Context: an optimization exercise on an open-source flow, tuned for small area, a short achievable clock period and few clock cycles per item. The choices shown serve that exercise and are no tape-out recipe. In this exercise RTL edits were held to simulation tests only and were not proved equivalent to the original. Power is estimated from default activity; no workload was simulated.

## alu_exec
module alu_exec (
	input  logic                  clk,
	input  logic                  arst_n,
	input  logic                  in_valid,
	input  logic [5:0]            in_op,
	input  logic [32-1:0] in_a,
	input  logic [32-1:0] in_b,
	output logic                  out_valid,
	output logic [32-1:0] out_result,
	output logic                  flag_n,
	output logic                  flag_z,
	output logic                  flag_v
);
Size: about 110 flip-flops, roughly 8200 µm² of cells after synthesis.
clock: 5.5 ns
lec_check: 0
cap_margin: 20
core_margin: 2
core_utilization: 40
cts_buf_list: sky130_fd_sc_hd__clkbuf_8
setup_slack_margin: 3.4
slew_margin: 20
tns_end_percent: 20
standard.sh (not shown) runs the stock make flow with config.mk's settings and CLKGATE_MAP_FILE= SYNTH_SCRIPT=/design/flow/synth_recipe.tcl, a recipe that flattens the netlist after the stock synthesis.
==> flow/flow/run.sh <==
#!/bin/bash
# Standard layout, with the port buffers made plain buffers rather than
# the delay cells buffer_ports picks by default.
export BUFFER_PORTS_ARGS="-buffer_cell sky130_fd_sc_hd__buf_1"
bash standard.sh > standard.log 2>&1
Testbench counts at the start, summed over its fixed seeds: cycles 16,008, ops 15,552.
Change:
==> flow/flow/run.sh (replaced) <==
#!/bin/bash
# Standard layout, with the port buffers made plain buffers rather than
# the delay cells buffer_ports picks by default.
export BUFFER_PORTS_ARGS="-buffer_cell sky130_fd_sc_hd__buf_2"
bash standard.sh > standard.log 2>&1
Settings changed: CTS_BUF_LIST sky130_fd_sc_hd__clkbuf_8 to default, TNS_END_PERCENT 20 to default.
Wire length went up slightly.
First-iteration DRC count went up slightly.
Setup slack is better by 18 ps.
Clock-buffer cell count stays the same.
Critical path depth went up by 6.
Global-route usage went up by 0.54 points.
Maximum frequency went up slightly.
Cell area went up by a few percent.
Change:
==> flow/flow/run.sh (replaced) <==
#!/bin/bash
# Standard layout with two changes:
# - the port buffers are plain buf_1 cells rather than the delay cells
#   buffer_ports picks by default;
# - clock tree synthesis runs with its standard arguments but without dummy
#   loads.
export BUFFER_PORTS_ARGS="-buffer_cell sky130_fd_sc_hd__buf_1"
export CTS_ARGS="-sink_clustering_enable -repair_clock_nets -buf_list sky130_fd_sc_hd__clkbuf_8 -dont_use_dummy_load"
bash standard.sh > standard.log 2>&1
Settings changed: SETUP_SLACK_MARGIN 3.4 to 3.5.
After rerunning: First-iteration DRC count decreases by 12%. Total power is lower by 14%. Final area goes up by 1.3%. Count of clock-buffer cells in the layout does not change. Non-clock buffer count is higher by 29. Synthesized area is unchanged. Utilization went up by 0.65 points. Wire length rises by 3.2%. Critical path depth goes down by 1. Final cell count rose by 1.1%.
Change:
Settings changed: CTS_BUF_LIST from default to sky130_fd_sc_hd__clkbuf_8, SETUP_SLACK_MARGIN 3.5 to 3.3.
Final area falls by about 7%. Clock power rises by about 0.9%. Cell count falls by about 1.8%. Global-route usage falls by 0.46 points. Die area stays the same. Setup slack loses 65 ps.

The RTL this note starts from:
==> flow/design.v <==
`default_nettype none
package alu_pkg;
	typedef enum logic [5:0] {
		ADD   = 6'h20,
		ADDI  = 6'h21,
		SUB   = 6'h22,
		NAND  = 6'h23,
		AND   = 6'h24,
		ANDI  = 6'h25,
		SRL   = 6'h26,
		SLL   = 6'h27,
		XOR   = 6'h28,
		NO_OP = 6'h3F
	} alu_op_e;
	typedef enum logic [1:0] {
		IDLE = 2'd0,
		RUN  = 2'd1,
		DONE = 2'd2
	} lane_state_e;
endpackage
`default_nettype wire
`default_nettype none
module alu_exec (
	input  logic                  clk,
	input  logic                  arst_n,
	input  logic                  in_valid,
	input  logic [5:0]            in_op,
	input  logic [32-1:0] in_a,
	input  logic [32-1:0] in_b,
	output logic                  out_valid,
	output logic [32-1:0] out_result,
	output logic                  flag_n,
	output logic                  flag_z,
	output logic                  flag_v
);
	localparam int W = 32;
	logic [3:0] f;
	logic       legal;
	logic       arith;
	logic       sub;
	logic       shift;
	logic       sll;
	logic       lxor;
	logic       land;
	logic [W-1:0] x_d;
	logic [W-1:0] y_d;
	assign f     = in_op[3:0];
	assign legal = in_valid & (in_op[5:4] == 2'b10) & (~f[3] | (f[2:0] == 3'b000));
	assign arith = ~f[3] & ~f[2] & ~(f[1] & f[0]);    
	assign sub   = f[1] & ~f[2] & ~f[0];              
	assign shift = f[2] & f[1];                       
	assign sll   = f[0];                              
	assign lxor  = f[3];                              
	assign land  = f[2] & ~f[1];                      
	logic [W-1:0] ab_x;
	logic [W-1:0] ab_a;
	logic [W-1:0] a_rev;
	logic [W-1:0] a_rev16;
	logic [W-1:0] a_16;
	assign ab_x = in_a ^ in_b;
	assign ab_a = in_a & in_b;
	always_comb begin
		for (int i = 0; i < W; i++)
			a_rev[i] = in_a[W-1-i];
	end
	assign a_16    = in_a >> 16;
	assign a_rev16 = a_rev >> 16;
	logic sel_x;      
	logic sel_xn;     
	logic sel_and;    
	logic sel_nand;   
	logic sel_r0;     
	logic sel_r16;    
	logic sel_l0;     
	logic sel_l16;    
	logic gen_add;    
	logic gen_sub;    
	assign sel_x    = (arith & ~sub) | lxor;
	assign sel_xn   = sub;
	assign sel_and  = land;
	assign sel_nand = ~arith & ~land & ~shift & ~lxor;
	assign sel_r0   = shift & ~sll & ~in_b[4];
	assign sel_r16  = shift & ~sll &  in_b[4];
	assign sel_l0   = shift &  sll & ~in_b[4];
	assign sel_l16  = shift &  sll &  in_b[4];
	assign gen_add  = legal & arith & ~sub;
	assign gen_sub  = legal & sub;
	logic [W-1:0] grp_add;
	logic [W-1:0] grp_sub;
	logic [W-1:0] g_add;
	logic [W-1:0] g_sub;
	assign g_add = ab_a;
	assign g_sub = {in_a[W-1:1] & ~in_b[W-1:1], in_a[0] | ~in_b[0]};
	always_comb begin
		for (int i = 0; i < W; i += 4) begin
			grp_add[i]   = g_add[i];
			grp_add[i+1] = g_add[i+1] | (ab_x[i+1] & g_add[i]);
			grp_add[i+2] = g_add[i+2];
			grp_add[i+3] = g_add[i+3] | (ab_x[i+3] & g_add[i+2])
			             | (ab_x[i+3] & ab_x[i+2] & grp_add[i+1]);
			grp_sub[i]   = g_sub[i];
			grp_sub[i+1] = g_sub[i+1] | (~ab_x[i+1] & g_sub[i]);
			grp_sub[i+2] = g_sub[i+2];
			grp_sub[i+3] = g_sub[i+3] | (~ab_x[i+3] & g_sub[i+2])
			             | (~ab_x[i+3] & ~ab_x[i+2] & grp_sub[i+1]);
		end
	end
	always_comb begin
		x_d = ({W{sel_x}}    &  ab_x)
		    | ({W{sel_xn}}   & ~ab_x)
		    | ({W{sel_and}}  &  ab_a)
		    | ({W{sel_nand}} & ~ab_a)
		    | ({W{sel_r0}}   &  in_a)
		    | ({W{sel_r16}}  &  a_16)
		    | ({W{sel_l0}}   &  a_rev)
		    | ({W{sel_l16}}  &  a_rev16);
		y_d = ({W{gen_add}} & grp_add)
		    | ({W{gen_sub}} & grp_sub);
		x_d[0] = (arith | lxor) ? ab_x[0] : x_d[0];
	end
	logic         s2_valid;
	logic         s2_arith;
	logic         s2_sel_x;    
	logic         s2_sel_r;    
	logic         s2_sel_l;    
	logic         s2_we;
	logic [W-1:0] s2_x;    
	logic [W-1:0] s2_y;    
	logic [3:0]   s2_s4;   
	logic [3:0]   s2_s1;   
	always_ff @(posedge clk or negedge arst_n) begin
		if (!arst_n)
			s2_valid <= 1'b0;
		else
			s2_valid <= legal;
	end
	always_ff @(posedge clk) begin
		s2_arith <= arith;
		s2_sel_x <= ~shift;
		s2_sel_r <= shift & ~sll;
		s2_sel_l <= shift & sll;
		s2_we    <= legal & ~shift;
		s2_x     <= x_d;
		s2_y     <= y_d;
		s2_s4    <= 4'b0001 << in_b[3:2];
		s2_s1    <= 4'b0001 << in_b[1:0];
	end
	logic [7:0] gq;
	logic [7:0] pq;
	logic [7:0] cq;    
	logic [7:0] gt [0:3];
	logic [7:0] pt [0:3];
	always_comb begin
		for (int q = 0; q < 8; q++) begin
			gq[q] = s2_y[4*q+3];
			pq[q] = &s2_x[4*q +: 4];
		end
		gt[0] = gq;
		pt[0] = pq;
		for (int l = 0; l < 3; l++) begin
			gt[l+1] = gt[l];
			pt[l+1] = pt[l];
			for (int q = 0; q < 8; q++) begin
				if (((q >> l) & 1) == 1) begin
					int j;
					j = ((q >> l) << l) - 1;
					gt[l+1][q] = gt[l][q] | (pt[l][q] & gt[l][j]);
					pt[l+1][q] = pt[l][q] & pt[l][j];
				end
			end
		end
		cq = {gt[3][6:0], 1'b0};
	end
	logic [W-1:0] k0;
	logic [W-1:0] k1;
	logic [W:0]   c;    
	always_comb begin
		for (int q = 0; q < 8; q++) begin
			for (int cin = 0; cin < 2; cin++) begin
				logic [3:0] k;
				k[0] = 1'(cin);
				k[1] = s2_y[4*q]   | (s2_x[4*q] & k[0]);
				k[2] = s2_y[4*q+1] | (s2_x[4*q+1] & s2_x[4*q] & k[0]);
				k[3] = s2_y[4*q+2] | (s2_x[4*q+2] & k[2]);
				if (cin == 0) k0[4*q +: 4] = k;
				else          k1[4*q +: 4] = k;
			end
		end
		for (int i = 0; i < W; i++)
			c[i] = cq[i/4] ? k1[i] : k0[i];
		c[W] = gq[7] | (pq[7] & cq[7]);
	end
	logic [W-1:0] sh4;
	logic [W-1:0] sh1;
	logic [W-1:0] m;
	logic [W-1:0] result;
	always_comb begin
		sh4 = '0;
		sh1 = '0;
		for (int k = 0; k < 4; k++)
			sh4 = sh4 | ({W{s2_s4[k]}} & (s2_x >> (4 * k)));
		for (int k = 0; k < 4; k++)
			sh1 = sh1 | ({W{s2_s1[k]}} & (sh4 >> k));
		for (int i = 0; i < W; i++)
			m[i] = (s2_sel_x & s2_x[i]) | (s2_sel_r & sh1[i]) | (s2_sel_l & sh1[W-1-i]);
	end
	always_comb begin
		for (int i = 0; i < W; i++)
			result[i] = cq[i/4] ? (m[i] ^ k1[i]) : (m[i] ^ k0[i]);
	end
	logic [W-1:0] t;
	logic         z_sum;
	assign t     = s2_x | s2_y;
	assign z_sum = ~s2_x[0] & (s2_x[1] == s2_y[0]) & &(~(s2_x[W-1:2] ^ t[W-2:1]));
	always_ff @(posedge clk or negedge arst_n) begin
		if (!arst_n) begin
			out_valid <= 1'b0;
			flag_n    <= 1'b0;
			flag_z    <= 1'b0;
			flag_v    <= 1'b0;
		end else begin
			out_valid <= s2_valid;
			flag_n <= (s2_we ? m[W-1] : flag_n) ^ c[W-1];
			if (s2_we)
				flag_z <= s2_arith ? z_sum : (s2_x == '0);
			flag_v <= (s2_we ? 1'b0 : flag_v) ^ c[W] ^ c[W-1];
		end
	end
	always_ff @(posedge clk) begin
		out_result <= result;
	end
endmodule
`default_nettype wire
clock: 5.5 ns
lec_check: 0
cap_margin: 20
core_margin: 2
core_utilization: 40
cts_buf_list: sky130_fd_sc_hd__clkbuf_8
setup_slack_margin: 3.4
slew_margin: 20
tns_end_percent: 20
==> flow/flow/run.sh <==
#!/bin/bash
# Standard layout with two changes:
# - the port buffers are plain buf_1 cells rather than the delay cells
#   buffer_ports picks by default;
# - clock tree synthesis runs with its standard arguments but without dummy
#   loads.
export BUFFER_PORTS_ARGS="-buffer_cell sky130_fd_sc_hd__buf_1"
export CTS_ARGS="-sink_clustering_enable -repair_clock_nets -buf_list sky130_fd_sc_hd__clkbuf_8 -dont_use_dummy_load"
bash standard.sh > standard.log 2>&1
The first run passed the timing, design-rule and antenna checks.
Testbench counts at the start, summed over its fixed seeds: cycles 16,008, ops 15,552.
Then changed:
==> flow/flow/run.sh (replaced) <==
#!/bin/bash
# Standard layout, with the port buffers made plain buffers rather than
# the delay cells buffer_ports picks by default.
export BUFFER_PORTS_ARGS="-buffer_cell sky130_fd_sc_hd__buf_1"
bash standard.sh > standard.log 2>&1
Settings changed: TNS_END_PERCENT 20 to unset.
What happened: Clock-buffer cell count came out higher by 2; die area stays the same; global-route usage goes up by 0.20 points; final area increases by about 5%; utilization went up by 2.4 points; hold slack improves by 0.015 ns; worst setup slack improved by 0.086 ns; area after synthesis does not change; cell count rose by 2.2%.
Then changed:
Settings changed: CTS_BUF_LIST sky130_fd_sc_hd__clkbuf_8 to sky130_fd_sc_hd__clkbuf_4.
Worst setup slack loses 0.091 ns.
Routed wire length went down slightly.
Hold slack gets better by 0.0053 ns.
Via count came out lower slightly.
Clock skew came out higher by 0.012 ns.
Sequential cell count is unchanged.
First-iteration DRC count fell by a little under a tenth.
Then changed:
==> flow/flow/run.sh (replaced) <==
#!/bin/bash
# Standard layout with two changes:
# - the port buffers are plain buf_1 cells rather than the delay cells
#   buffer_ports picks by default;
# - clock tree synthesis runs with its standard arguments but without dummy
#   loads.
export BUFFER_PORTS_ARGS="-buffer_cell sky130_fd_sc_hd__buf_1"
export CTS_ARGS="-sink_clustering_enable -repair_clock_nets -buf_list sky130_fd_sc_hd__clkbuf_8 -dont_use_dummy_load"
bash standard.sh > standard.log 2>&1
Settings changed: CTS_BUF_LIST sky130_fd_sc_hd__clkbuf_4 to sky130_fd_sc_hd__clkbuf_8.
What happened: The changed run passed the timing, design-rule and antenna checks; combinational power came out lower by 4.1%; core utilization came out lower by 0.48 points; critical path depth came out higher by 5; global-route usage barely changes; clock-buffer cell count came out lower by 3; area after synthesis does not change; wire length came out higher by about 0.55%; final area came out lower by about 1%.

-- static timing again, ports no longer ideal --
Ports are ideal in the flow. The routed layouts listed here were re-timed in OpenROAD.
Step 1 (the two cells are an assumption about what drives the block):
set clk [get_ports {clk}]
set_driving_cell -lib_cell sky130_fd_sc_hd__clkbuf_16 $clk
set_driving_cell -lib_cell sky130_fd_sc_hd__buf_2 [delete_from_list [all_inputs] $clk]
Step 2 times the ports against the registers' clock, not the clock port: input delays grow and output delays shrink by t, the midpoint of the rising clock arrivals with the driver on.
Three values: no drivers, after step 1, after step 2; two values: the first two.
run	t, ns	setup WS [ns]	worst hold slack (ns)	latest minus earliest clock arrival (ns)
the first run of note 1	0.491	3.428 / 3.387 / 2.959	0.345 / 0.345 / 0.345	0.015 / 0.015
the second run of note 1	0.476	3.447 / 3.413 / 2.998	0.355 / 0.355 / 0.355	0.011 / 0.010
the third run of note 1	0.485	3.380 / 3.380 / 3.034	0.354 / 0.354 / 0.354	0.029 / 0.029
the fourth run of note 1	0.497	3.314 / 3.314 / 2.889	0.336 / 0.336 / 0.336	0.040 / 0.039
the first run of note 2	0.494	3.350 / 3.350 / 2.881	0.322 / 0.322 / 0.322	0.025 / 0.025
the second run of note 2	0.488	3.436 / 3.397 / 2.971	0.337 / 0.337 / 0.337	0.016 / 0.015
the third run of note 2	0.573	3.345 / 3.305 / 2.840	0.342 / 0.342 / 0.342	0.028 / 0.028
the fourth run of note 2	0.481	3.430 / 3.397 / 2.949	0.321 / 0.321 / 0.321	0.023 / 0.023
After both steps setup and hold are still met in every run listed. The setup slack of the third run of note 2, which loses most, moves by -0.040 ns with the drivers and by -0.505 ns with both steps.
